From an optimization exercise on the open Yosys and OpenROAD flow, aimed at small area, a short achievable clock period and few clock cycles per item; shortcuts taken in it are not production practice. At most, simulation tests tie the RTL to the original design; equivalence was not proved. For run 1, only the layout was checked, not whether the RTL still works. No activity file was given, so power comes from the tool's default toggle rates.

### design/flow/config.mk
export PLATFORM = sky130hd
export DESIGN_NAME = sme_top
export DESIGN_NICKNAME = sme_top
export VERILOG_FILES = /design/flow/design.v
export SDC_FILE = /design/flow/constraint.sdc
export NUM_CORES = 4
export LEC_CHECK = 0
export CAP_MARGIN = 20
export CORE_MARGIN = 2
export CORE_UTILIZATION = 40
export SETUP_SLACK_MARGIN = 4
export SLEW_MARGIN = 20
### design/flow/constraint.sdc
create_clock -name core_clock -period 7.0 [get_ports {clk}]
set_input_delay 1.4000 -clock core_clock [delete_from_list [all_inputs] [get_ports {clk}]]
set_output_delay 1.4000 -clock core_clock [all_outputs]
set_load 0.01 [all_outputs]
### design/flow/design.v
package sme_pkg;
    localparam int STR_DEPTH = 32;
    localparam int PAT_DEPTH = 8;
    typedef logic [7:0] char_t;
    typedef logic [4:0] str_idx_t;
    typedef logic [5:0] str_len_t;
    typedef logic [3:0] pat_len_t;
    localparam char_t HEAD_ANCHOR = 8'h5e;
    localparam char_t TAIL_ANCHOR = 8'h24;
    localparam char_t WILDCARD    = 8'h2e;
    localparam char_t SEPARATOR   = 8'h5f;
endpackage
module sme_char_store #(
    parameter int DEPTH = sme_pkg::STR_DEPTH
) (
    input  logic                           clk,
    input  logic                           we,
    input  logic [4:0]                     waddr,
    input  sme_pkg::char_t                 wdata,
    output sme_pkg::char_t [DEPTH-1:0]     contents
);
    always_ff @(posedge clk)
    begin
        for (int i = 0; i < DEPTH; i++)
        begin
            if (we && (waddr == 5'(i)))
            begin
                contents[i] <= wdata;
            end
        end
    end
endmodule
module sme_loader (
    input  sme_pkg::char_t     chardata,
    input  logic               isstring,
    input  logic               ispattern,
    output logic               str_char,
    output logic               pat_char,
    output logic               is_head,
    output logic               is_tail,
    output logic               is_wild
);
    assign str_char = isstring;
    assign pat_char = ispattern && !isstring;
    assign is_head  = (chardata == sme_pkg::HEAD_ANCHOR);
    assign is_tail  = (chardata == sme_pkg::TAIL_ANCHOR);
    assign is_wild  = (chardata == sme_pkg::WILDCARD);
endmodule
module sme_matcher (
    input  logic                                     clk,
    input  logic                                     reset,
    input  logic                                     str_char,
    input  logic                                     pat_char,
    input  logic                                     is_head,
    input  logic                                     is_tail,
    input  logic                                     is_wild,
    input  sme_pkg::char_t                           chardata,
    input  sme_pkg::char_t [sme_pkg::STR_DEPTH-1:0]  str_chars,
    output logic                                     str_we,
    output sme_pkg::str_idx_t                        str_waddr,
    output logic                                     valid,
    output logic                                     match,
    output sme_pkg::str_idx_t                        match_index
);
    typedef enum logic [1:0] {
        R_IDLE,
        R_STRING,
        R_PATTERN,
        R_SLOW
    } run_t;
    run_t               run;
    sme_pkg::str_len_t  slen;
    sme_pkg::pat_len_t  plen;
    logic               head;
    logic               tail;
    logic               late;
    logic [32:1]        fvec;
    logic [32:0]        in_str;      
    logic [31:0]        sep;
    logic [31:0]        eqv;
    logic [32:0]        headmask;
    logic [32:0]        headmask1;
    logic [32:0]        endmask;
    logic [32:0]        tailmask;
    logic [32:0]        f_all;
    logic [32:0]        tail_vec;
    logic [32:0]        res_vec;
    logic               in_pat;
    logic               p_full;
    logic               job_end;
    logic               res_any;
    logic [5:0]         res_pos;
    always_comb
    begin
        for (int j = 0; j < 32; j++)
        begin
            in_str[j] = (6'(j) < slen);
            sep[j]    = (str_chars[j] == sme_pkg::SEPARATOR);
            eqv[j]    = is_wild || (str_chars[j] == chardata);
        end
        in_str[32] = 1'b0;
        headmask[0] = 1'b1;
        for (int n = 1; n <= 32; n++)
            headmask[n] = sep[n-1];
        headmask1[0] = 1'b0;
        headmask1[1] = 1'b1;
        for (int n = 2; n <= 32; n++)
            headmask1[n] = sep[n-2];
        endmask[0] = 1'b1;
        for (int n = 1; n <= 32; n++)
            endmask[n] = (plen != 4'd0) ? in_str[n-1] : in_str[n];
        for (int n = 0; n < 32; n++)
            tailmask[n] = !in_str[n] || sep[n];
        tailmask[32] = 1'b1;
    end
    assign f_all    = {fvec, (plen == 4'd0)};
    assign tail_vec = f_all & endmask & (tail ? tailmask : '1);
    assign res_vec  = tail_vec & (late ? headmask1 : '1);
    always_comb
    begin
        res_any = 1'b0;
        res_pos = '0;
        for (int n = 32; n >= 0; n--)
        begin
            if (res_vec[n])
            begin
                res_any = 1'b1;
                res_pos = 6'(n);
            end
        end
    end
    assign in_pat  = (run == R_PATTERN);
    assign p_full  = (plen == 4'd8);
    assign job_end = in_pat && !str_char && !pat_char;
    assign str_we    = str_char && (run != R_SLOW)
                       && ((run != R_STRING) || (slen < 6'd32));
    assign str_waddr = (run == R_STRING) ? slen[4:0] : 5'd0;
    always_ff @(posedge clk or posedge reset)
    begin
        if (reset)
        begin
            run   <= R_IDLE;
            slen  <= '0;
            plen  <= '0;
            head  <= 1'b0;
            tail  <= 1'b0;
            late  <= 1'b0;
            valid <= 1'b0;
        end
        else
        begin
            valid <= 1'b0;
            if (run == R_SLOW)
            begin
                if (plen != 4'd1)
                begin
                    plen <= plen - 4'd1;
                end
                else
                begin
                    valid <= 1'b1;
                    late  <= 1'b0;
                    head  <= 1'b0;
                    run   <= R_IDLE;
                end
            end
            else if (pat_char)
            begin
                run <= R_PATTERN;
                if (is_head)
                begin
                    head <= 1'b1;
                    if (plen != 4'd0)
                        late <= 1'b1;
                end
                else if (is_tail)
                begin
                    tail <= 1'b1;
                end
                else if (!p_full)
                begin
                    plen <= plen + 4'd1;
                end
            end
            else
            begin
                run  <= R_IDLE;
                plen <= '0;
                head <= 1'b0;
                tail <= 1'b0;
                late <= 1'b0;
                if (str_char)
                begin
                    run <= R_STRING;
                    if (run != R_STRING)
                        slen <= 6'd1;
                    else if (slen < 6'd32)
                        slen <= slen + 6'd1;
                end
                else if (job_end)
                begin
                    if (late)
                    begin
                        run  <= R_SLOW;
                        plen <= plen;
                        head <= head;
                        late <= 1'b1;
                    end
                    else
                    begin
                        valid <= 1'b1;
                    end
                end
            end
        end
    end
    always_ff @(posedge clk)
    begin
        if (run == R_SLOW)
        begin
            if (plen != 4'd1)
                fvec <= {1'b0, fvec[32:2]};
        end
        else if (pat_char)
        begin
            if (is_head)
            begin
                if (plen == 4'd0)
                    fvec <= fvec & headmask[32:1];
            end
            else if (!is_tail && !p_full)
            begin
                fvec <= f_all[31:0] & eqv;
            end
        end
        else if (job_end && late)
        begin
            fvec <= tail_vec[32:1];
        end
        else
        begin
            fvec <= '1;
        end
    end
    always_ff @(posedge clk)
    begin
        match       <= res_any;
        match_index <= res_any ? 5'(res_pos - 6'(plen)) : 5'd0;
    end
endmodule
module sme_top (
    input  logic              clk,
    input  logic              reset,
    input  sme_pkg::char_t    chardata,
    input  logic              isstring,
    input  logic              ispattern,
    output logic              valid,
    output logic              match,
    output sme_pkg::str_idx_t match_index
);
    logic                                    str_char;
    logic                                    pat_char;
    logic                                    is_head;
    logic                                    is_tail;
    logic                                    is_wild;
    logic                                    str_we;
    sme_pkg::str_idx_t                       str_waddr;
    sme_pkg::char_t [sme_pkg::STR_DEPTH-1:0] str_chars;
    sme_loader loader (
        .chardata  (chardata),
        .isstring  (isstring),
        .ispattern (ispattern),
        .str_char  (str_char),
        .pat_char  (pat_char),
        .is_head   (is_head),
        .is_tail   (is_tail),
        .is_wild   (is_wild)
    );
    sme_char_store #(
        .DEPTH (sme_pkg::STR_DEPTH)
    ) string_store (
        .clk      (clk),
        .we       (str_we),
        .waddr    (str_waddr),
        .wdata    (chardata),
        .contents (str_chars)
    );
    sme_matcher matcher (
        .clk         (clk),
        .reset       (reset),
        .str_char    (str_char),
        .pat_char    (pat_char),
        .is_head     (is_head),
        .is_tail     (is_tail),
        .is_wild     (is_wild),
        .chardata    (chardata),
        .str_chars   (str_chars),
        .str_we      (str_we),
        .str_waddr   (str_waddr),
        .valid       (valid),
        .match       (match),
        .match_index (match_index)
    );
endmodule
### design/flow/run.sh
#!/bin/bash
# synth_recipe.tcl (not shown) runs the flow's synth.tcl, then flattens the netlist and writes it again
# the make line also repeats each setting of config.mk as NAME=value (left out here)
make -C /OpenROAD-flow-scripts/flow DESIGN_CONFIG=/design/flow/config.mk WORK_HOME=/design/flow/orfs CLKGATE_MAP_FILE= SYNTH_SCRIPT=/design/flow/synth_recipe.tcl finish
==> summary.txt, run 1 <==
Run status:
- The run finished with no timing, DRC or antenna violations.

Pwr:
- In this run, the clock network consumes 28.3% of the power.
- The analysis attributes to net switching a power of 2000 uW.
- For this design the ratio of total power to cell area is 306 nW/um^2.
- The leakage dissipation is 0.00600 uW.
- The overall power after layout is 6060 uW.
- The worst voltage drop across the vdd grid is 173 uV.
- The internal cell power is 4060 uW.
- Per report_power, the combinational group accounts for 32.8% of the total.
- In this run, flip-flops and latches consume 38.8% of the power.
- The net switching fraction of the power is 32.9%.

Synth:
- The number of enable-type register cells in the synthesized netlist is 288.
- The mapped netlist covers 16,800 um^2.
- The top cell type's share of synthesized area is 51.5%.
- The share of flip-flops with an asynchronous set or reset after synthesis is 4.85%.
- The primary flip-flop cell chosen by synthesis mapping is sky130_fd_sc_hd__edfxtp_1.
- The average cell area after synthesis is 11.4 um^2.
- The synthesized design contains 309 register bits.
- The post-synthesis net count is 1,495.
- After synthesis, the most frequently instantiated cells are 288 x sky130_fd_sc_hd__edfxtp_1, 256 x sky130_fd_sc_hd__xnor2_1, 118 x sky130_fd_sc_hd__nor2_1.
- The number of standard cells after synthesis is 1,471.
- The cell taking the most area after synthesis is sky130_fd_sc_hd__edfxtp_1.
- The Yosys step of the flow raised 2 warnings.
- The most numerous cell in the Yosys netlist is sky130_fd_sc_hd__edfxtp_1.
- The number of different library cells used by synthesis comes to 82.
- By area the synthesized netlist is led by sky130_fd_sc_hd__edfxtp_1 52%, sky130_fd_sc_hd__xnor2_1 13%, sky130_fd_sc_hd__nand4_1 3.7%, sky130_fd_sc_hd__o21ai_0 2.7%, sky130_fd_sc_hd__nor2_1 2.6%.
- Of the synthesized area, sequential elements account for 54.5%.

Floorplan:
- The die is 209 um wide.
- The number of top-level design ports is 19.
- The total area inside the core boundary comes to 41,700 um^2.
- The initialized floorplan defines 75 standard-cell rows.
- The floorplan die height is 209 um.
- The initial cell density of the core is 40.3%.
- The die area is 43,600 um^2.

Worst hold path:
- The classification of the worst-slack hold path is reg -> reg.
- The terminating pin of the worst hold path is matcher.fvec[19]$_DFFE_PP_.
- The worst hold path startpoint is matcher.fvec[20]$_DFFE_PP_.
- The worst hold path depth is 1.

Place:
- Detailed placement finished with a half-perimeter wire length of 32,700 um.
- The total of buffers placed on input and output ports is 18.
- The total placed cells including tap cells is 1,953.
- The congestion estimate from routability-driven global placement came to 0.946.

Setup path:
- Along the worst path, the maximum fanout reaches 22.
- The worst setup path is launched from a flip-flop.
- The slack of the worst reg-to-reg path is 3150 ps.
- The arrival time of the worst setup path is 4310 ps.
- The data required time at the worst endpoint is 7450 ps.
- The capturing element type of the critical path is a flip-flop.
- The worst register-to-register path begins at matcher.slen[4]$_DFFE_PP0P_.
- Counting cells, the worst reg-to-reg path comes to 16.
- The worst reg2reg path endpoint is matcher.match_index[4]$_SDFF_PN0_.
- The critical path is of the reg -> reg type.

Global route:
- Across every metal layer, demand over resource in global routing totals 23.2%.
- The total global routing overflow is 0.
- The initial antenna violation count is 0.
- The number of global-route vias before repair came to 12,400.
- Entering global routing, the biggest net connects 45 pins.
- The global-route wire length before repair is 76,600 um.

STA:
- After layout, the worst path uses 55.0% of the clock period.
- The relative slew slack is 33.6%.
- The tightest hold margin is 645 ps.
- The setup TNS is 0 ps.
- The hold violation total from the final report came to 0.
- Clock skew on the completed layout was measured at 12.8 ps.
- The final critical-path required period is 3850 ps.
- Setup violations remaining at the end of the flow were counted as 0.
- The maximum operating frequency is 260 MHz.
- For the pin with the worst max-slew slack, the measured transition is 994 ps.
- Setup repair after global routing could not meet its margin everywhere.
- The count of final max-slew check failures was 0.

Route:
- The number of iterations in the first detailed-routing pass is 6.
- In the routed layout, each cell is associated on average with a via count of 6.14.
- The per-cell routed wire length is 24.5 um.
- The iteration-0 DRC count of the detailed router is 1,202.
- The final routed wirelength across all metal layers is 50,600 um.
- The count of nets left with antenna violations once routing finished came out at 0.
- The total via count after detailed routing is 12,700.
- In the routed design, unresolved DRC markers number 0.

Clock network:
- The clock tree from TritonCTS is done.
- The clock input transition at the sequential cells of the worst setup and hold paths is 60 ps.
- The number of clock sinks seen by CTS is 309.
- In this run, CTS created clock tree buffers numbering 36.
- The level count of the clock H-tree is 2.
- After clock tree synthesis, the flow added hold-fix buffers numbering 0.
- The later pin in the worst-skew pair is clocked with a latency of 540 ps.
- The longest clock path from root to sink contains 3 buffers.
- The clock tree root buffer cell is sky130_fd_sc_hd__clkbuf_16.

Layout:
- The area added between synthesis and finish is 17.8%.
- In the final layout, flip-flops and latches occupy 9150 um^2.
- The multi-input combinational cells in the finished layout cover a total of 7950 um^2.
- After the last flow step, the layout net total stands at 1,528.
- The number of fill cells is 3,776.
- The count of cells in the finished layout, fillers not included, comes to 2,067.
- The share of post-route cells with drive strength above 1 is 17.8%.

Run:
- Max-cap violations in this run came to 0.
==> per-stage QoR <==
| step | worst slack [ps] | area (um^2) | utilization (%) |
|---|---|---|---|
| after global routing | 3040 | 19800 | 47.5 |
| after floorplan | 3590 | 17100 | - |
| after detailed placement | 2130 | 17600 | 42.3 |
| after global placement | 2310 | 17600 | 42.3 |
| final | 3150 | 19800 | 47.5 |
| after CTS | 3210 | 19400 | 46.5 |
==> per-layer routing <==
| layer | global-route usage, % | up-vias | routed length, um |
|---|---|---|---|
| li1 | - | 5699 | - |
| met1 | 31.1 | 6341 | 21800 |
| met2 | 35.9 | 519 | 22900 |
| met3 | 4.79 | 128 | 3750 |
| met4 | 11.1 | 0 | 2180 |
| met5 | 0 | - | 0 |
==> worst max path at each step <==
| stage | endpoint | slack (ps) | from | cells after the start |
|---|---|---|---|---|
| after floorplan | matcher.match_index[3]$_SDFF_PN0_ | 3590 | matcher.plen[1]$_DFFE_PP0P_ | 16 |
| after CTS | matcher.match_index[4]$_SDFF_PN0_ | 3210 | matcher.plen[0]$_DFFE_PP0P_ | 15 |
| after detailed placement | matcher.match_index[4]$_SDFF_PN0_ | 2130 | matcher.slen[1]$_DFFE_PP0P_ | 15 |
| after global routing | matcher.match_index[4]$_SDFF_PN0_ | 3040 | matcher.plen[0]$_DFFE_PP0P_ | 17 |
| final | matcher.match_index[4]$_SDFF_PN0_ | 3150 | matcher.slen[4]$_DFFE_PP0P_ | 16 |
| after global placement | matcher.match_index[4]$_SDFF_PN0_ | 2310 | matcher.slen[1]$_DFFE_PP0P_ | 15 |
==> what timing repair did <==
item / in CTS / in global routing
gates cloned: 3 / 0
resized for setup: 96 / 55
buffers inserted: 32 / 17
pin swaps: 23 / 31
setup endpoints to repair: 319 / 188
==> state kept, by name, summed over array words and instances (netlist names) <==
signal,count
matcher.late,1
matcher.tail,1
matcher.match_index,5
matcher.valid,1
matcher.slen,6
matcher.fvec,32
string_store.contents,256
matcher.run,2
matcher.plen,4
matcher.match,1
==> cell type report <==
| type | count | area share [%] |
|---|---|---|
| antenna | 1 | 0.0127 |
| clock buffer | 43 | 4.80 |
| clock inverter | 18 | 0.639 |
| inverter | 25 | 0.493 |
| multi-input combinational | 1042 | 40.2 |
| sequential | 309 | 46.3 |
| tap | 539 | 3.41 |
| timing repair buffer | 90 | 4.16 |
==> worst max-delay path, stage by stage (launching register included) <==
cell and delay [ps]:
sky130_fd_sc_hd__dfrtp_2 440, sky130_fd_sc_hd__buf_6 180, sky130_fd_sc_hd__or4_4 580, sky130_fd_sc_hd__o221a_2 290, sky130_fd_sc_hd__or3_1 360, sky130_fd_sc_hd__a211oi_2 250, sky130_fd_sc_hd__nor3_2 70, sky130_fd_sc_hd__buf_4 150
sky130_fd_sc_hd__o41ai_1 60, sky130_fd_sc_hd__nor2_1 120, sky130_fd_sc_hd__a211oi_4 280, sky130_fd_sc_hd__ha_4 200, sky130_fd_sc_hd__fa_2 210, sky130_fd_sc_hd__inv_2 30, sky130_fd_sc_hd__a21o_1 160, sky130_fd_sc_hd__a21oi_2 130
sky130_fd_sc_hd__mux2i_1 240
==> cells by family after synthesis <==
logic type	count (synthesis)	share of synthesized area, %
simple gates	438	15.0
buf+inv	123	2.94
fa+ha+maj	12	0.939
compound gates	329	13.1
xor+xnor	258	13.5
flops	309	54.5
mux	2	0.127
==> layout by cell type, fill, tap and decap left out, drive strengths merged, types with 6 or more instances in the layout <==
master and n:
nor4 6, nor3 10, and4 6, clkdlybuf4s50 9, a31oi 49, o21a 8
o221a 6, nand4 98, a211oi 12, a21o 9, a22oi 6, or2 9
edfxtp 288, nor4bb 11, and2 10, o221ai 7, inv 24, and3 7
o31ai 8, buf 80, clkbuf 43, or3 10, nand4bb 16, nand3 61
o211ai 10, o21ai 97, clkinv 14, dfrtp 15, nor2 118, a32oi 6
nand2 42, ha 11, xnor2 256, o22a 7, or4bb 11, dfxtp 6
a21oi 42, nand2b 6
==> power by group through the flow <==
stage,combinational (uW),sequential (uW),clock [uW]
floorplan,1110,2300,0
global placement,1460,2380,0
detailed placement,1480,2380,0
CTS,1760,2350,1760
global route,2130,2360,1830
finish,1990,2350,1720
==> run 2: changes to the inputs <==
--- a/design/flow/design.v
+++ b/design/flow/design.v
@@ -71,66 +71,85 @@
     run_t               run;
     sme_pkg::str_len_t  slen;
     sme_pkg::pat_len_t  plen;
-    logic               head;
     logic               tail;
     logic               late;
     logic [32:1]        fvec;
     logic [32:0]        in_str;      
     logic [31:0]        sep;
     logic [31:0]        eqv;
-    logic [32:0]        headmask;
-    logic [32:0]        headmask1;
-    logic [32:0]        endmask;
+    logic [32:1]        headmask;
+    logic [32:1]        headmask1;
     logic [32:0]        tailmask;
     logic [32:0]        f_all;
-    logic [32:0]        tail_vec;
     logic [32:0]        res_vec;
     logic               in_pat;
+    logic               p_empty;
     logic               p_full;
     logic               job_end;
     logic               res_any;
     logic [5:0]         res_pos;
+    assign p_empty = (plen == 4'd0);
+    assign p_full  = (plen == 4'd8);
     always_comb
     begin
         for (int j = 0; j < 32; j++)
         begin
             in_str[j] = (6'(j) < slen);
             sep[j]    = (str_chars[j] == sme_pkg::SEPARATOR);
-            eqv[j]    = is_wild || (str_chars[j] == chardata);
+            eqv[j]    = in_str[j] && (is_wild || (str_chars[j] == chardata));
         end
         in_str[32] = 1'b0;
-        headmask[0] = 1'b1;
         for (int n = 1; n <= 32; n++)
-            headmask[n] = sep[n-1];
-        headmask1[0] = 1'b0;
+            headmask[n] = sep[n-1] && in_str[n];
         headmask1[1] = 1'b1;
         for (int n = 2; n <= 32; n++)
             headmask1[n] = sep[n-2];
-        endmask[0] = 1'b1;
-        for (int n = 1; n <= 32; n++)
-            endmask[n] = (plen != 4'd0) ? in_str[n-1] : in_str[n];
-        for (int n = 0; n < 32; n++)
-            tailmask[n] = !in_str[n] || sep[n];
-        tailmask[32] = 1'b1;
+        tailmask[0] = !in_str[0] || sep[0];
+        for (int n = 1; n < 32; n++)
+            tailmask[n] = (!p_empty && in_str[n-1] && !in_str[n]) || (in_str[n] && sep[n]);
+        tailmask[32] = !p_empty && in_str[31];
     end
-    assign f_all    = {fvec, (plen == 4'd0)};
-    assign tail_vec = f_all & endmask & (tail ? tailmask : '1);
-    assign res_vec  = tail_vec & (late ? headmask1 : '1);
+    assign f_all   = {fvec, p_empty};
+    assign res_vec = f_all & (tail ? tailmask : '1);
     always_comb
     begin
-        res_any = 1'b0;
-        res_pos = '0;
-        for (int n = 32; n >= 0; n--)
-        begin
-            if (res_vec[n])
-            begin
-                res_any = 1'b1;
-                res_pos = 6'(n);
-            end
-        end
+        logic [15:0] any1;
+        logic [15:0] idx1;
+        logic [7:0]  any2;
+        logic [1:0]  idx2 [8];
+        logic [3:0]  any3;
+        logic [2:0]  idx3 [4];
+        logic [1:0]  any4;
+        logic [3:0]  idx4 [2];
+        for (int i = 0; i < 16; i++)
+        begin
+            any1[i] = res_vec[2*i] || res_vec[2*i+1];
+            idx1[i] = !res_vec[2*i];
+        end
+        for (int i = 0; i < 8; i++)
+        begin
+            any2[i] = any1[2*i] || any1[2*i+1];
+            idx2[i] = any1[2*i] ? {1'b0, idx1[2*i]} : {1'b1, idx1[2*i+1]};
+        end
+        for (int i = 0; i < 4; i++)
+        begin
+            any3[i] = any2[2*i] || any2[2*i+1];
+            idx3[i] = any2[2*i] ? {1'b0, idx2[2*i]} : {1'b1, idx2[2*i+1]};
+        end
+        for (int i = 0; i < 2; i++)
+        begin
+            any4[i] = any3[2*i] || any3[2*i+1];
+            idx4[i] = any3[2*i] ? {1'b0, idx3[2*i]} : {1'b1, idx3[2*i+1]};
+        end
+        res_any = any4[0] || any4[1] || res_vec[32];
+        if (any4[0])
+            res_pos = {2'b00, idx4[0]};
+        else if (any4[1])
+            res_pos = {2'b01, idx4[1]};
+        else
+            res_pos = 6'd32;
     end
     assign in_pat  = (run == R_PATTERN);
-    assign p_full  = (plen == 4'd8);
     assign job_end = in_pat && !str_char && !pat_char;
     assign str_we    = str_char && (run != R_SLOW)
                        && ((run != R_STRING) || (slen < 6'd32));
@@ -142,7 +161,6 @@
             run   <= R_IDLE;
             slen  <= '0;
             plen  <= '0;
-            head  <= 1'b0;
             tail  <= 1'b0;
             late  <= 1'b0;
             valid <= 1'b0;
@@ -152,16 +170,18 @@
             valid <= 1'b0;
             if (run == R_SLOW)
             begin
-                if (plen != 4'd1)
+                if (!late)
+                begin
+                    valid <= 1'b1;
+                    run   <= R_IDLE;
+                end
+                else if (plen != 4'd1)
                 begin
                     plen <= plen - 4'd1;
                 end
                 else
                 begin
-                    valid <= 1'b1;
-                    late  <= 1'b0;
-                    head  <= 1'b0;
-                    run   <= R_IDLE;
+                    late <= 1'b0;
                 end
             end
             else if (pat_char)
@@ -169,8 +189,7 @@
                 run <= R_PATTERN;
                 if (is_head)
                 begin
-                    head <= 1'b1;
-                    if (plen != 4'd0)
+                    if (!p_empty)
                         late <= 1'b1;
                 end
                 else if (is_tail)
@@ -186,7 +205,6 @@
             begin
                 run  <= R_IDLE;
                 plen <= '0;
-                head <= 1'b0;
                 tail <= 1'b0;
                 late <= 1'b0;
                 if (str_char)
@@ -203,7 +221,6 @@
                     begin
                         run  <= R_SLOW;
                         plen <= plen;
-                        head <= head;
                         late <= 1'b1;
                     end
                     else
@@ -218,15 +235,20 @@
     begin
         if (run == R_SLOW)
         begin
-            if (plen != 4'd1)
-                fvec <= {1'b0, fvec[32:2]};
+            if (late)
+            begin
+                if (plen != 4'd1)
+                    fvec <= {1'b0, fvec[32:2]};
+                else
+                    fvec <= fvec & headmask1;
+            end
         end
         else if (pat_char)
         begin
             if (is_head)
             begin
-                if (plen == 4'd0)
-                    fvec <= fvec & headmask[32:1];
+                if (p_empty)
+                    fvec <= fvec & headmask;
             end
             else if (!is_tail && !p_full)
             begin
@@ -235,7 +257,7 @@
         end
         else if (job_end && late)
         begin
-            fvec <= tail_vec[32:1];
+            fvec <= res_vec[32:1];
         end
         else
         begin
==> summary.txt, run 2 <==
Run status:
- The run finished with no timing, DRC or antenna violations.

Run:
- The count of maximum capacitance violations is 0 (unchanged).

Setup path:
- The worst setup path is of the reg -> reg kind.
- Among cell families on the critical path, the largest total delay comes from compound AO/OA/AOI/OAI gates.
- The signal on the critical path passes through buf_12 -> buf_4 -> buf_4 -> nand4b_1 -> buf_4 -> o31ai_4 -> a21oi_2 -> nor2b_1 -> o21a_1 -> o311a_1 -> o311ai_4 -> ha_4 -> inv_2 -> fa_2 -> a21o_1 -> a21oi_2 -> a21oi_1 -> a211o_1.
- The critical path's largest stage delay is 400 ps (-180 ps).
- The dominant cell type by count on the critical path is sky130_fd_sc_hd__buf_4.
- STA classifies the critical path endpoint as a flip-flop.
- The slowest stage of the critical path is the sky130_fd_sc_hd__dfrtp_1 cell.
- STA classifies the critical path startpoint as a flip-flop.
- The peak fanout along the critical path came to 7 (-68%).
- The data required time at the worst endpoint is 7410 ps (-40 ps).
- The arrival time of the worst setup path is 4330 ps (+20 ps).
- The buffers plus inverters on the worst setup path came to 5 (+2).

Synth:
- The cell taking the most area after synthesis is sky130_fd_sc_hd__edfxtp_1.
- The average cell area after synthesis came to 11.3 um^2 (-0.90%).
- The number of unique standard cell types used by synthesis is 81 (-1.2%).
- The summed instance area of the synthesized netlist was 16,800 um^2 (+0.11%).
- Ranked by total cell area, the synthesized netlist is headed by sky130_fd_sc_hd__edfxtp_1 51%, sky130_fd_sc_hd__xor2_1 8.4%, sky130_fd_sc_hd__xnor2_1 5.1%, sky130_fd_sc_hd__a21oi_1 2.6%, sky130_fd_sc_hd__dfrtp_1 2.2%.
- The share of flip-flops with an asynchronous set or reset after synthesis is 4.85% (unchanged).
- The top cell type's share of synthesized area is 51.4% (-0.057 points).
- The number of standard cells after synthesis is 1,486 (+1.0%).
- In the synthesized netlist, the cells that appear most often are 288 x sky130_fd_sc_hd__edfxtp_1, 161 x sky130_fd_sc_hd__xor2_1, 97 x sky130_fd_sc_hd__xnor2_1.
- The synthesis warning total is 5 (+3).
- The post-synthesis net count is 1,510 (+1.0%).
- The most numerous cell in the Yosys netlist is sky130_fd_sc_hd__edfxtp_1.
- The fraction of the yosys area taken by sequential cells is 54.4% (-0.061 points).
- The number of enable-type register cells in the synthesized netlist was 288 (unchanged).
- The primary flip-flop cell chosen by synthesis mapping is sky130_fd_sc_hd__edfxtp_1.
- The register bit count reported by yosys is 309 (unchanged).

Floorplan:
- The width of the chip is 209 um (about the same).
- The number of top-level design ports is 19 (unchanged).
- The area of the core region is 41,800 um^2 (+0.23%).
- The initial cell density of the core is 40.3% (-0.046 points).
- The die area is 43,700 um^2 (+0.11%).
- The floorplan die height was 209 um (about the same).
- The row count is 75 (unchanged).

Route:
- The total via count after detailed routing came to 13,200 (+4.1%).
- The iteration-0 DRC count of the detailed router was 1,262 (+5.0%).
- The number of nets still failing antenna checks after routing is 0 (unchanged).
- The number of iterations in the first detailed-routing pass is 6 (unchanged).
- The via density per instance was 6.16 (+0.41%).
- The final routed wirelength across all metal layers is 53,400 um (+5.5%).
- The per-cell routed wire length is 24.9 um (+1.7%).
- The DRC violation count after routing was 0 (unchanged).

STA:
- The maximum operating frequency is 255 MHz (-1.8%).
- The hold violation total from the final report is 0 (unchanged).
- The share of the clock period used by the worst path after layout was 56.0% (+0.99 points).
- The relative slew slack is 32.3% (-1.3 points).
- The count of final max-slew check failures is 0 (unchanged).
- The final-report setup violation count is 0 (unchanged).
- Setup repair after global routing could not meet its margin everywhere.
- The tightest hold margin came to 655 ps (+10.1 ps).
- The setup TNS came to 0 ps (unchanged).
- The post-route clock skew is 13.1 ps (+0.268 ps).
- The worst-margin pin slew is 1000 ps (+7.02 ps).
- The final critical-path required period is 3920 ps (+69.1 ps).

Clock network:
- The level count of the clock H-tree was 2 (unchanged).
- TritonCTS built the clock tree.
- The clock tree root buffer cell is sky130_fd_sc_hd__clkbuf_16.
- The number of clock sinks seen by CTS is 309 (unchanged).
- The clock input transition at the sequential cells of the worst setup and hold paths is 60 ps (about the same).
- The number of buffers created by CTS is 35 (-2.8%).
- The clock latency on the worst-skew pair is 530 ps (about the same).
- The maximum buffer depth of the clock tree is 3 (unchanged).
- The quantity of hold-fixing buffers added after cts is 0 (unchanged).

Layout:
- The flip-flop count of the largest register after layout came to 256 (unchanged).
- The number of antenna diodes is 0 (-1).
- The fraction of the core area covered by cells at the end of the flow is 49.9% (+2.4 points).
- Ranked by flip-flop count, first place goes to string_store.contents.
- The number of nets in the layout is 1,602 (+4.8%).
- The share of post-route cells with drive strength above 1 came to 22.3% (+4.4 points).
- The library cell used most frequently in the layout, excluding fill and tap cells, is sky130_fd_sc_hd__edfxtp_1.
- The area added between synthesis and finish is 23.9%.
- The largest registers in the layout are string_store.contents (256), matcher.fvec (32), matcher.slen (6).
- The post-layout instance area came to 20,800 um^2 (+5.3%).
- In the layout the commonest cells are 288 x sky130_fd_sc_hd__edfxtp_1, 161 x sky130_fd_sc_hd__xor2_1, 97 x sky130_fd_sc_hd__xnor2_1.

Global route:
- The global-route wire length before repair is 76,100 um (-0.62%).
- The initial antenna violation count is 0 (unchanged).
- The combined global-route utilization of all metal layers is 22.7% (-0.46 points).
- The total global routing overflow is 0 (unchanged).
- The number of global-route vias before repair is 12,600 (+1.7%).
- The pin count of the biggest net entering global routing came to 59 (+31%).

Pwr:
- The worst voltage drop across the vdd grid came to 110 uV (-37%).
- The areal power density over the cells came to 237 nW/um^2 (-23%).
- The leakage dissipation is 0.00685 uW (+14%).

Worst hold path:
- The classification of the worst-slack hold path is reg -> reg.

Place:
- The weighted congestion reported at the end of routability-driven placement is 0.949 (+0.37%).
- The post-DP HPWL came to 31,700 um (-3.2%).
- The placed instance area came to 17,700 um^2 (+0.72%).
- The total of buffers placed on input and output ports is 18 (unchanged).
run 2: cell count changes after synthesis, moves of 25 or more:
cell,before,now
sky130_fd_sc_hd__nand2_1,42,89
sky130_fd_sc_hd__xor2_1,2,161
sky130_fd_sc_hd__xnor2_1,256,97
sky130_fd_sc_hd__nor4_1,6,56
sky130_fd_sc_hd__nand4_1,98,56
sky130_fd_sc_hd__nand3_1,61,36
sky130_fd_sc_hd__nor2_1,118,80
sky130_fd_sc_hd__o21ai_0,92,61
sky130_fd_sc_hd__a21oi_1,41,86
sky130_fd_sc_hd__nor3_1,10,41
run 2: worst paths after layout:
path,start,endpoint,slack [ps],depth (start not counted)
worst min register to register,matcher.fvec[32]$_DFFE_PP_,matcher.fvec[32]$_DFFE_PP_,650,2
worst max-delay path,matcher.slen[2]$_DFFE_PP0P_,matcher.match_index[4]$_SDFF_PN0_,3080,18
max in group asynchronous,reset,matcher.tail$_DFFE_PP0P_,5020,2
worst max register to register,matcher.slen[2]$_DFFE_PP0P_,matcher.match_index[4]$_SDFF_PN0_,3080,18
worst min-delay path,matcher.fvec[32]$_DFFE_PP_,matcher.fvec[32]$_DFFE_PP_,650,2
min in group asynchronous,reset,matcher.slen[4]$_DFFE_PP0P_,1350,2
run 2: worst register-to-register path, delay by kind of cell, from the launching register on:
family	cells	cell delay [ps]
AO/OA/AOI/OAI	9	1920
adder cells (fa/ha/maj)	2	510
buffers and inverters	5	670
flip-flops	1	400
AND/OR/NAND/NOR	2	280
run 2: metrics by stage:
stage | total power [uW] | std cells | worst slack [ps]
finish | 4920 | 2143 | 3080
global route | 5070 | 2143 | 3010
floorplan | 2600 | 1486 | 3240
CTS | 4800 | 2084 | 3070
detailed placement | 2810 | 1965 | 2020
global placement | 2800 | 1965 | 2290
run 2: final cells by class:
cell class | count | area [um^2]
clock buffers | 40 | 937
clock inverters | 23 | 241
fillers | 3624 | 20900
inverters | 23 | 97.6
multi-input cells | 1061 | 8100
flip-flops and latches | 309 | 9160
well taps | 539 | 674
repair buffers | 148 | 1610
run 2: report_power, final:
part | switching, uW | internal, uW
sequential | 53.3 | 2080
clock | 755 | 1120
combinational | 554 | 364
run 2: kinds of logic (layout without fill, tap and decap cells):
group                      after synthesis  after routing  synth area share, %
and+or+nand+nor                        472            474                 16.2
AOI/OAI and AO/OA                      315            317                 12.3
DFF                                    309            309                 54.4
xor gates and xnor gates               258            258                 13.4
buffers and inverters                  120            234                 2.77
adders and majority gates               12             12                0.938
run 2: routing by layer:
metal	GRT usage (%)	up-vias	routed length (um)
met1	31.1	6587	22900
met5	0	-	0
met4	9.90	0	2300
met2	35.7	608	24300
li1	-	5868	-
met3	3.65	144	3970
run 2: timing repair:
action                                  in CTS  in global routing
endpoints found under the setup margin     322                168
setup buffers                               51                 53
pin swaps                                   27                 30
cloned                                       5                  6
resized for setup                          118                 93
Testbench counts of run 2, summed over its fixed seeds: cycles 38,551, jobs 3,200.

[port drivers added, routing unchanged]
Ports are ideal in the flow. The routed layouts listed here were re-timed in OpenROAD. Step 1, drivers: a clkbuf_16 drives clk and a buf_2 each remaining input, both assumed. Step 2 also shifts input and output timing later by t, the mid clock arrival at the registers, as if the neighbouring blocks saw the same clock. a / b / c = no drivers / after step 1 / after step 2; a / b = the first two.
| run | shift t [ns] | slack for setup (ns) | worst setup path at the end | worst register clock-pin slew, ns | worst data-port slew with drivers (ns) |
|---|---|---|---|---|---|
| run 1 | 0.593 | 3.147 / 3.147 / 3.147 | register to register | 0.06 / 0.06 | 0.06 |
| run 2 | 0.575 | 3.078 / 3.078 / 3.078 | register to register | 0.07 / 0.07 | 0.29 |
After both steps every run listed still meets setup and hold.
